From an optimization exercise on the open Yosys and OpenROAD flow, aimed at small area, a short achievable clock period and few clock cycles per item; shortcuts taken in it are not production practice.
Only simulation tests tie the RTL to the original design; equivalence was not proved.
Power figures rest on the tool's default switching activity, not on a simulated workload.

**flow/config.mk**
```make
export PLATFORM = sky130hd
export DESIGN_NAME = obb_top
export DESIGN_NICKNAME = obb_top
export VERILOG_FILES = /design/flow/design.v
export SDC_FILE = /design/flow/constraint.sdc
export NUM_CORES = 4
export LEC_CHECK = 0
export CAP_MARGIN = 20
export CORE_MARGIN = 2
export CORE_UTILIZATION = 40
export SLEW_MARGIN = 20
```
**flow/constraint.sdc**
```tcl
create_clock -name core_clock -period 12.0 [get_ports {clk}]
set_input_delay 2.4000 -clock core_clock [delete_from_list [all_inputs] [get_ports {clk}]]
set_output_delay 2.4000 -clock core_clock [all_outputs]
set_load 0.01 [all_outputs]
```
**flow/design.v**
```verilog
`timescale 1ns/1ps
module obb_decode (
    input  logic         clk,
    input  logic         rst,
    input  logic         wb_cyc,
    input  logic         wb_stb,
    input  logic         wb_we,
    input  logic [5:0]   wb_adr,
    input  logic [31:0]  wb_dat_i,
    output logic         wb_ack,
    output logic [31:0]  wb_dat_o,
    output logic         start,
    input  logic [3:0]   point_idx,
    output logic [29:0]  point,          
    output logic [143:0] axes,           
    input  logic [167:0] box,            
    input  logic         box_valid
);
    localparam int num_points = 16;
    localparam int num_axes   = 3;
    localparam logic [5:0] adr_point_base  = 6'h00;
    localparam logic [5:0] adr_axis_base   = 6'h10;
    localparam logic [5:0] adr_ctrl        = 6'h19;
    localparam logic [5:0] adr_status      = 6'h1A;
    localparam logic [5:0] adr_result_base = 6'h20;
    logic        ack;
    logic        busy;
    logic        done;
    logic        acc;
    logic        wr_ok;
    logic [5:0]  pt_off;
    logic [5:0]  ax_off;
    logic [5:0]  res_off;
    logic        in_pt;
    logic        in_ax;
    logic        in_res;
    logic [31:0] rdata;
    logic [29:0] point_mem [0:num_points-1];
    logic [15:0] axis_mem  [0:3*num_axes-1];
    logic [55:0] box_sel;
    assign acc   = wb_cyc && wb_stb && !ack;             
    assign wr_ok = acc && wb_we && !busy;                
    assign pt_off  = wb_adr - adr_point_base;
    assign ax_off  = wb_adr - adr_axis_base;
    assign res_off = wb_adr - adr_result_base;
    assign in_pt   = pt_off < num_points;
    assign in_ax   = ax_off < 3 * num_axes;
    assign in_res  = res_off < 2 * num_axes;
    always_ff @(posedge clk) begin
        if (rst) begin
            ack   <= 1'b0;
            start <= 1'b0;
            busy  <= 1'b0;
            done  <= 1'b0;
            for (int i = 0; i < num_points; i++) begin
                point_mem[i] <= '0;
            end
            for (int i = 0; i < 3 * num_axes; i++) begin
                axis_mem[i] <= '0;
            end
        end else begin
            ack   <= acc;
            start <= 1'b0;
            if (wr_ok && in_pt) begin
                point_mem[pt_off[3:0]] <= wb_dat_i[29:0];
            end
            if (wr_ok && in_ax) begin
                axis_mem[ax_off[3:0]] <= wb_dat_i[15:0];
            end
            if (wr_ok && wb_adr == adr_ctrl && wb_dat_i[0]) begin
                start <= 1'b1;
                busy  <= 1'b1;
                done  <= 1'b0;                           
            end else if (box_valid) begin
                busy <= 1'b0;
                done <= 1'b1;
            end
        end
    end
    always_comb begin
        for (int a = 0; a < num_axes; a++) begin
            axes[48*a +: 16]      = axis_mem[3*a];
            axes[48*a + 16 +: 16] = axis_mem[3*a+1];
            axes[48*a + 32 +: 16] = axis_mem[3*a+2];
        end
    end
    assign point = point_mem[point_idx];
    always_comb begin
        case (res_off[2:1])
            2'd0:    box_sel = box[55:0];
            2'd1:    box_sel = box[111:56];
            default: box_sel = box[167:112];
        endcase
    end
    always_comb begin
        rdata = '0;
        if (in_pt) begin
            rdata = {2'b00, point_mem[pt_off[3:0]]};
        end else if (in_ax) begin
            rdata = {{16{axis_mem[ax_off[3:0]][15]}}, axis_mem[ax_off[3:0]]};    
        end else if (wb_adr == adr_status) begin
            rdata[0] = busy && !box_valid;               
            rdata[1] = done || box_valid;
        end else if (in_res) begin
            if (res_off[0]) begin
                rdata = {{4{box_sel[27]}}, box_sel[27:0]};
            end else begin
                rdata = {{4{box_sel[55]}}, box_sel[55:28]};
            end
        end
    end
    assign wb_ack   = ack;
    assign wb_dat_o = rdata;
endmodule
`timescale 1ns/1ps
module obb_execute (
    input  logic         clk,
    input  logic         rst,
    input  logic         start,
    output logic [3:0]   point_idx,
    input  logic [29:0]  point,          
    input  logic [143:0] axes,           
    output logic [167:0] extents,        
    output logic         ext_valid
);
    localparam int num_points = 16;
    localparam int num_axes   = 3;
    logic               run;
    logic [3:0]         cnt;
    logic               s1_valid;
    logic               s1_first;
    logic               s1_last;
    logic signed [27:0] s1_proj [0:num_axes-1];
    logic signed [27:0] ext_min [0:num_axes-1];
    logic signed [27:0] ext_max [0:num_axes-1];
    logic signed [27:0] nxt_min [0:num_axes-1];
    logic signed [27:0] nxt_max [0:num_axes-1];
    always_ff @(posedge clk) begin
        if (rst) begin
            run      <= 1'b0;
            cnt      <= '0;
            s1_valid <= 1'b0;
            s1_first <= 1'b0;
            s1_last  <= 1'b0;
        end else begin
            if (start) begin
                run <= 1'b1;
                cnt <= '0;
            end else if (run) begin
                cnt <= cnt + 4'd1;
                if (cnt == num_points - 1) begin
                    run <= 1'b0;
                end
            end
            s1_valid <= run;
            s1_first <= run && cnt == 0;
            s1_last  <= run && cnt == num_points - 1;
        end
    end
    assign point_idx = cnt;
    always_ff @(posedge clk) begin
        for (int a = 0; a < num_axes; a++) begin
            s1_proj[a] <= $signed(point[9:0])   * $signed(axes[48*a +: 16])
                        + $signed(point[19:10]) * $signed(axes[48*a + 16 +: 16])
                        + $signed(point[29:20]) * $signed(axes[48*a + 32 +: 16]);
        end
    end
    always_comb begin
        for (int a = 0; a < num_axes; a++) begin
            if (s1_first) begin
                nxt_min[a] = s1_proj[a];                 
                nxt_max[a] = s1_proj[a];
            end else begin
                nxt_min[a] = ext_min[a];
                nxt_max[a] = ext_max[a];
                if (s1_proj[a] < ext_min[a]) begin
                    nxt_min[a] = s1_proj[a];
                end
                if (s1_proj[a] > ext_max[a]) begin
                    nxt_max[a] = s1_proj[a];
                end
            end
        end
    end
    always_ff @(posedge clk) begin
        if (s1_valid) begin
            for (int a = 0; a < num_axes; a++) begin
                ext_min[a] <= nxt_min[a];
                ext_max[a] <= nxt_max[a];
            end
        end
    end
    always_comb begin
        for (int a = 0; a < num_axes; a++) begin
            extents[56*a +: 56] = {nxt_min[a], nxt_max[a]};
        end
    end
    assign ext_valid = s1_last;
endmodule
`timescale 1ns/1ps
module obb_result (
    input  logic         clk,
    input  logic         rst,
    input  logic [167:0] extents,        
    input  logic         ext_valid,
    output logic [167:0] box,            
    output logic         box_valid
);
    localparam int num_axes = 3;
    logic signed [28:0] sum [0:num_axes-1];
    logic signed [28:0] dif [0:num_axes-1];
    always_comb begin
        for (int a = 0; a < num_axes; a++) begin
            sum[a] = $signed(extents[56*a + 28 +: 28]) + $signed(extents[56*a +: 28]);
            dif[a] = $signed(extents[56*a +: 28]) - $signed(extents[56*a + 28 +: 28]);
        end
    end
    always_ff @(posedge clk) begin
        if (rst) begin
            box_valid <= 1'b0;
            box       <= '0;
        end else begin
            box_valid <= ext_valid;
            if (ext_valid) begin
                for (int a = 0; a < num_axes; a++) begin
                    box[56*a + 28 +: 28] <= sum[a][28:1];      
                    box[56*a +: 28]      <= dif[a][28:1];
                end
            end
        end
    end
endmodule
`timescale 1ns/1ps
module obb_top (
    input  logic        clk,
    input  logic        rst,
    input  logic        wb_cyc,
    input  logic        wb_stb,
    input  logic        wb_we,
    input  logic [5:0]  wb_adr,
    input  logic [31:0] wb_dat_i,
    output logic        wb_ack,
    output logic [31:0] wb_dat_o
);
    logic         start;
    logic [3:0]   point_idx;
    logic [29:0]  point;
    logic [143:0] axes;
    logic [167:0] extents;
    logic         ext_valid;
    logic [167:0] box;
    logic         box_valid;
    obb_decode i_obb_decode (
        .clk       (clk),
        .rst       (rst),
        .wb_cyc    (wb_cyc),
        .wb_stb    (wb_stb),
        .wb_we     (wb_we),
        .wb_adr    (wb_adr),
        .wb_dat_i  (wb_dat_i),
        .wb_ack    (wb_ack),
        .wb_dat_o  (wb_dat_o),
        .start     (start),
        .point_idx (point_idx),
        .point     (point),
        .axes      (axes),
        .box       (box),
        .box_valid (box_valid)
    );
    obb_execute i_obb_execute (
        .clk       (clk),
        .rst       (rst),
        .start     (start),
        .point_idx (point_idx),
        .point     (point),
        .axes      (axes),
        .extents   (extents),
        .ext_valid (ext_valid)
    );
    obb_result i_obb_result (
        .clk       (clk),
        .rst       (rst),
        .extents   (extents),
        .ext_valid (ext_valid),
        .box       (box),
        .box_valid (box_valid)
    );
endmodule
```
**flow/run.sh**
```bash
#!/bin/bash
# synth_recipe.tcl (not shown) runs the flow's synth.tcl, then flattens the netlist and writes it again
# the make line also repeats each setting of config.mk as NAME=value (left out here)
make -C /OpenROAD-flow-scripts/flow DESIGN_CONFIG=/design/flow/config.mk WORK_HOME=/design/flow/orfs CLKGATE_MAP_FILE= SYNTH_SCRIPT=/design/flow/synth_recipe.tcl finish
```
==> out/qor.yml <==
timing:
  slew_headroom: 0.1382
  setup_violations: 0
  maxSlewViolCount: 0
  fin_skew_ns: 0.09563
  worstMarginPinSlew_ns: 1.276
  report.final.hold_viol_count: 0
  rsz0062_at_grt: "false"
  fin_ws_ns: 1.014
  fin_crit_ns: 10.99
  fmax_ghz: 0.09103
  setup_tns_ns: 0
  finalCritPeriodShare: 0.9155
critical_path:
  reg2reg_depth: 31
  crit_family: "adder cells"
  end_kind: "register"
  worst-path-buf-inv: 6
  arrival_ns: 11.63
  cpPeakStageDelay_ns: 0.87
  worst_ep_required_time_ns: 12.64
  critPathMaxFanout: 24
  reg2reg_to: "i_obb_execute.s1_proj[1][25]"
  crit_top_cell: "fa_1"
  r2r_slack_ns: 1.01
  path_class: "reg -> reg"
  critPathSlowestCell: "xor2_1"
  start_kind: "register"
logic_synthesis:
  synth_area_leaders: "fa_1, edfxtp_1, ha_1"
  ys_top_cells_by_count: "inv_1, fa_1, and2_1, nand2_1, ha_1"
  synth_area_um2: 119600
  synth_cell_types: 95
  synth_edf_count: 840
  synthArstFlopShare: 0
  yosysMostFrequentCell: "inv_1"
  yosysSeqAreaShare: 0.2559
  syn-instance-count: 11890
  yosys.area.top_type_share: 0.2240
  ys.warnings.count: 10
  avgSynthCellArea_um2: 10.06
  yosysTopAreaCell: "fa_1"
  ys.flop_type: "edfxtp_1"
  synth-seq-cells: 1109
pwr:
  p_per_area_nw_per_um2: 251.2
  p_leak_nw: 57.75
  finalPower_mw: 32.49
  ir_drop_mv: 0.6643
clock_tree:
  cts_tree: "built"
  clkSlewWorstSetupHoldPaths_ns: 0.06
  insertion_delay_ns: 0.84
  postCtsSetupRepairBufs: 0
  numClockSinks: 1109
  post_cts_resized: 0
  cts_buffer_depth: 3
  hold_buffers: 0
  numCtsBuffers: 134
  htree_levels: 4
  cts_root_buffer: "clkbuf_16"
layout:
  final_cell_area_um2: 129400
  utilization: 0.4351
  multi_input_area_um2: 78790
  area_growth_pct: 8.164
  fin_nets: 14020
  drive_above_1_share: 0.08758
  fillers: 28430
  seqCellArea_um2: 30630
detailed_routing:
  wl_met2_mm: 158.1
  initialDrtViolationCount: 7173
  drt_drc_violations_left: 0
  met3_length_mm: 26.24
  vias: 83400
  drt_pass1_iterations: 7
  vias_per_cell: 5.300
  highest_layer: "met5"
  drt-met1-wl_mm: 152.6
  drtAntennaViolNets: 0
  wire_per_inst_um: 22.37
  wl_mm: 352.0
placed_design:
  place_congestion: 0.9164
  io_buffers: 73
  dp.final_hpwl_mm: 263.5
  dp_slack_ns: 1.268
  dpl_cell_area_um2: 124700
grt:
  overflow: 0
  antenna_found_initial: 32
  grt_max_degree: 109
  grt_pass1_wl_mm: 533.2
  grt_usage: 0.2344
  grt_pass1_vias: 84040
floorplan:
  die_h_um: 550.8
  io_pins: 76
  die_x_um: 550.8
  start_util: 0.4023
  coreArea_um2: 297300
  dieArea_um2: 303400
  rows: 200
status:
  outcome: "timing/DRC/antenna clean"
worst_hold_path:
  hold_path.class: "reg -> reg"
  hold_end: "i_obb_result.box[130]"
  hold_start: "i_obb_result.box[130]"
  hold_depth: 2
job:
  maxCapViolations: 0
-- per-layer routing --
metal	track usage	vias to the layer above
met5	0	-
met4	0.08772	8
met3	0.03914	520
met2	0.3689	2791
met1	0.3243	42050
li1	-	38030
-- state kept, by name, summed over array words and instances (netlist names), named ones only --
name                    cells
i_obb_decode.ack            1
i_obb_decode.axis_mem     192
i_obb_decode.busy           1
i_obb_decode.done           1
i_obb_decode.point_mem    480
i_obb_decode.start          1
i_obb_execute.cnt           4
i_obb_execute.ext_max      84
i_obb_execute.ext_min      84
i_obb_execute.run           1
i_obb_execute.s1_first      1
i_obb_execute.s1_last       1
i_obb_execute.s1_proj      84
i_obb_execute.s1_valid      1
i_obb_result.box          168
i_obb_result.box_valid      1
-- tightest hold or removal path, stage by stage, from the launching register on --
cell     delay [ns]
dfxtp_1        0.33
nand2_1        0.04
o21ai_0        0.05
-- worst max-delay path by stage --
stage	cells past startpoint	slack, ns	endpoint	from
final	31	1.01	i_obb_execute.s1_proj[1][25]	register
after global routing	33	0.57	i_obb_execute.s1_proj[1][25]	register
after CTS	33	1.23	i_obb_execute.s1_proj[2][25]	register
after detailed placement	31	1.27	i_obb_execute.s1_proj[1][25]	register
after global placement	33	1.27	i_obb_execute.s1_proj[1][25]	register
after floorplan	35	2.02	i_obb_execute.s1_proj[2][26]	register
-- power by group --
group,switching (mW),internal (mW),total (mW)
clock network,1.83,2.40,4.23
logic,14.6,8.52,23.1
registers,0.462,4.68,5.14
-- area by class of cell --
| class | count | area share |
|---|---|---|
| Clock buffer | 173 | 0.02889 |
| Clock inverter | 66 | 0.006587 |
| Antenna cell | 12 | 0.0002321 |
| Tap cell | 3939 | 0.03810 |
| Sequential cell | 1109 | 0.2368 |
| Multi-Input combinational cell | 7987 | 0.6090 |
| Inverter | 2205 | 0.06398 |
| Timing Repair Buffer | 243 | 0.01643 |
-- kinds of logic after synthesis --
family                   after synthesis  share of synthesized area
other                                  1                 0.00003135
XOR/XNOR                             420                    0.03076
buffers and inverters               2844                    0.08929
adder cells (fa/ha/maj)             2296                     0.3242
AND/OR/NAND/NOR                     3372                     0.1408
flip-flops                          1109                     0.2559
AO/OA/AOI/OAI                       1217                    0.06572
multiplexers                         634                    0.09327
-- cell usage in the layout, fill, tap and decap left out, types with 91 or more instances in the layout --
cell type,synthesis,routed
nand2_1,1050,1050
nor3_1,129,128
a21o_1,91,91
xor2_1,96,96
mux4_2,373,373
buf_4,1,163
clkbuf_16,0,140
mux2_2,113,113
and2_1,1152,1152
dfxtp_1,269,263
a21oi_1,346,345
mux2i_1,148,148
xnor2_1,324,324
inv_1,2203,2201
edfxtp_1,840,840
ha_1,958,958
nor2_1,591,571
o21ai_0,273,246
fa_1,1338,1338
-- metrics by stage --
stage / hold slack (ns) / instances
detailed placement: 0.4383 / 15480
finish: 0.4566 / 15730
CTS: 0.4564 / 15720
floorplan: 0.4196 / 11940
global route: 0.4872 / 15720
global placement: 0.4293 / 15480
Testbench counts, summed over its fixed seeds: cycles 7,424, jobs 128.

## re-timing with driven ports
No port has a modelled driver above. Below, the same layout with a new extraction and two added sets of constraints.
Step 1 sets driving cells, clkbuf_16 on the clock port and buf_2 on the other inputs (assumed; they add their load-dependent delay and slew).
Step 2 times the ports against the registers' clock, not the clock port: input delays grow and output delays shrink by t, the midpoint of the rising clock arrivals with the driver on.
Slacks: ideal / step 1 / step 2; pairs: ideal / step 1.
shift t [ns]: 0.880
slack for setup (ns): 1.014 / 1.014 / 1.014
worst setup path at the end: register to register
After both steps this run still meets setup and hold. For this run, drivers alone change the setup slack by 0.000 ns; drivers and shift together by 0.000 ns.
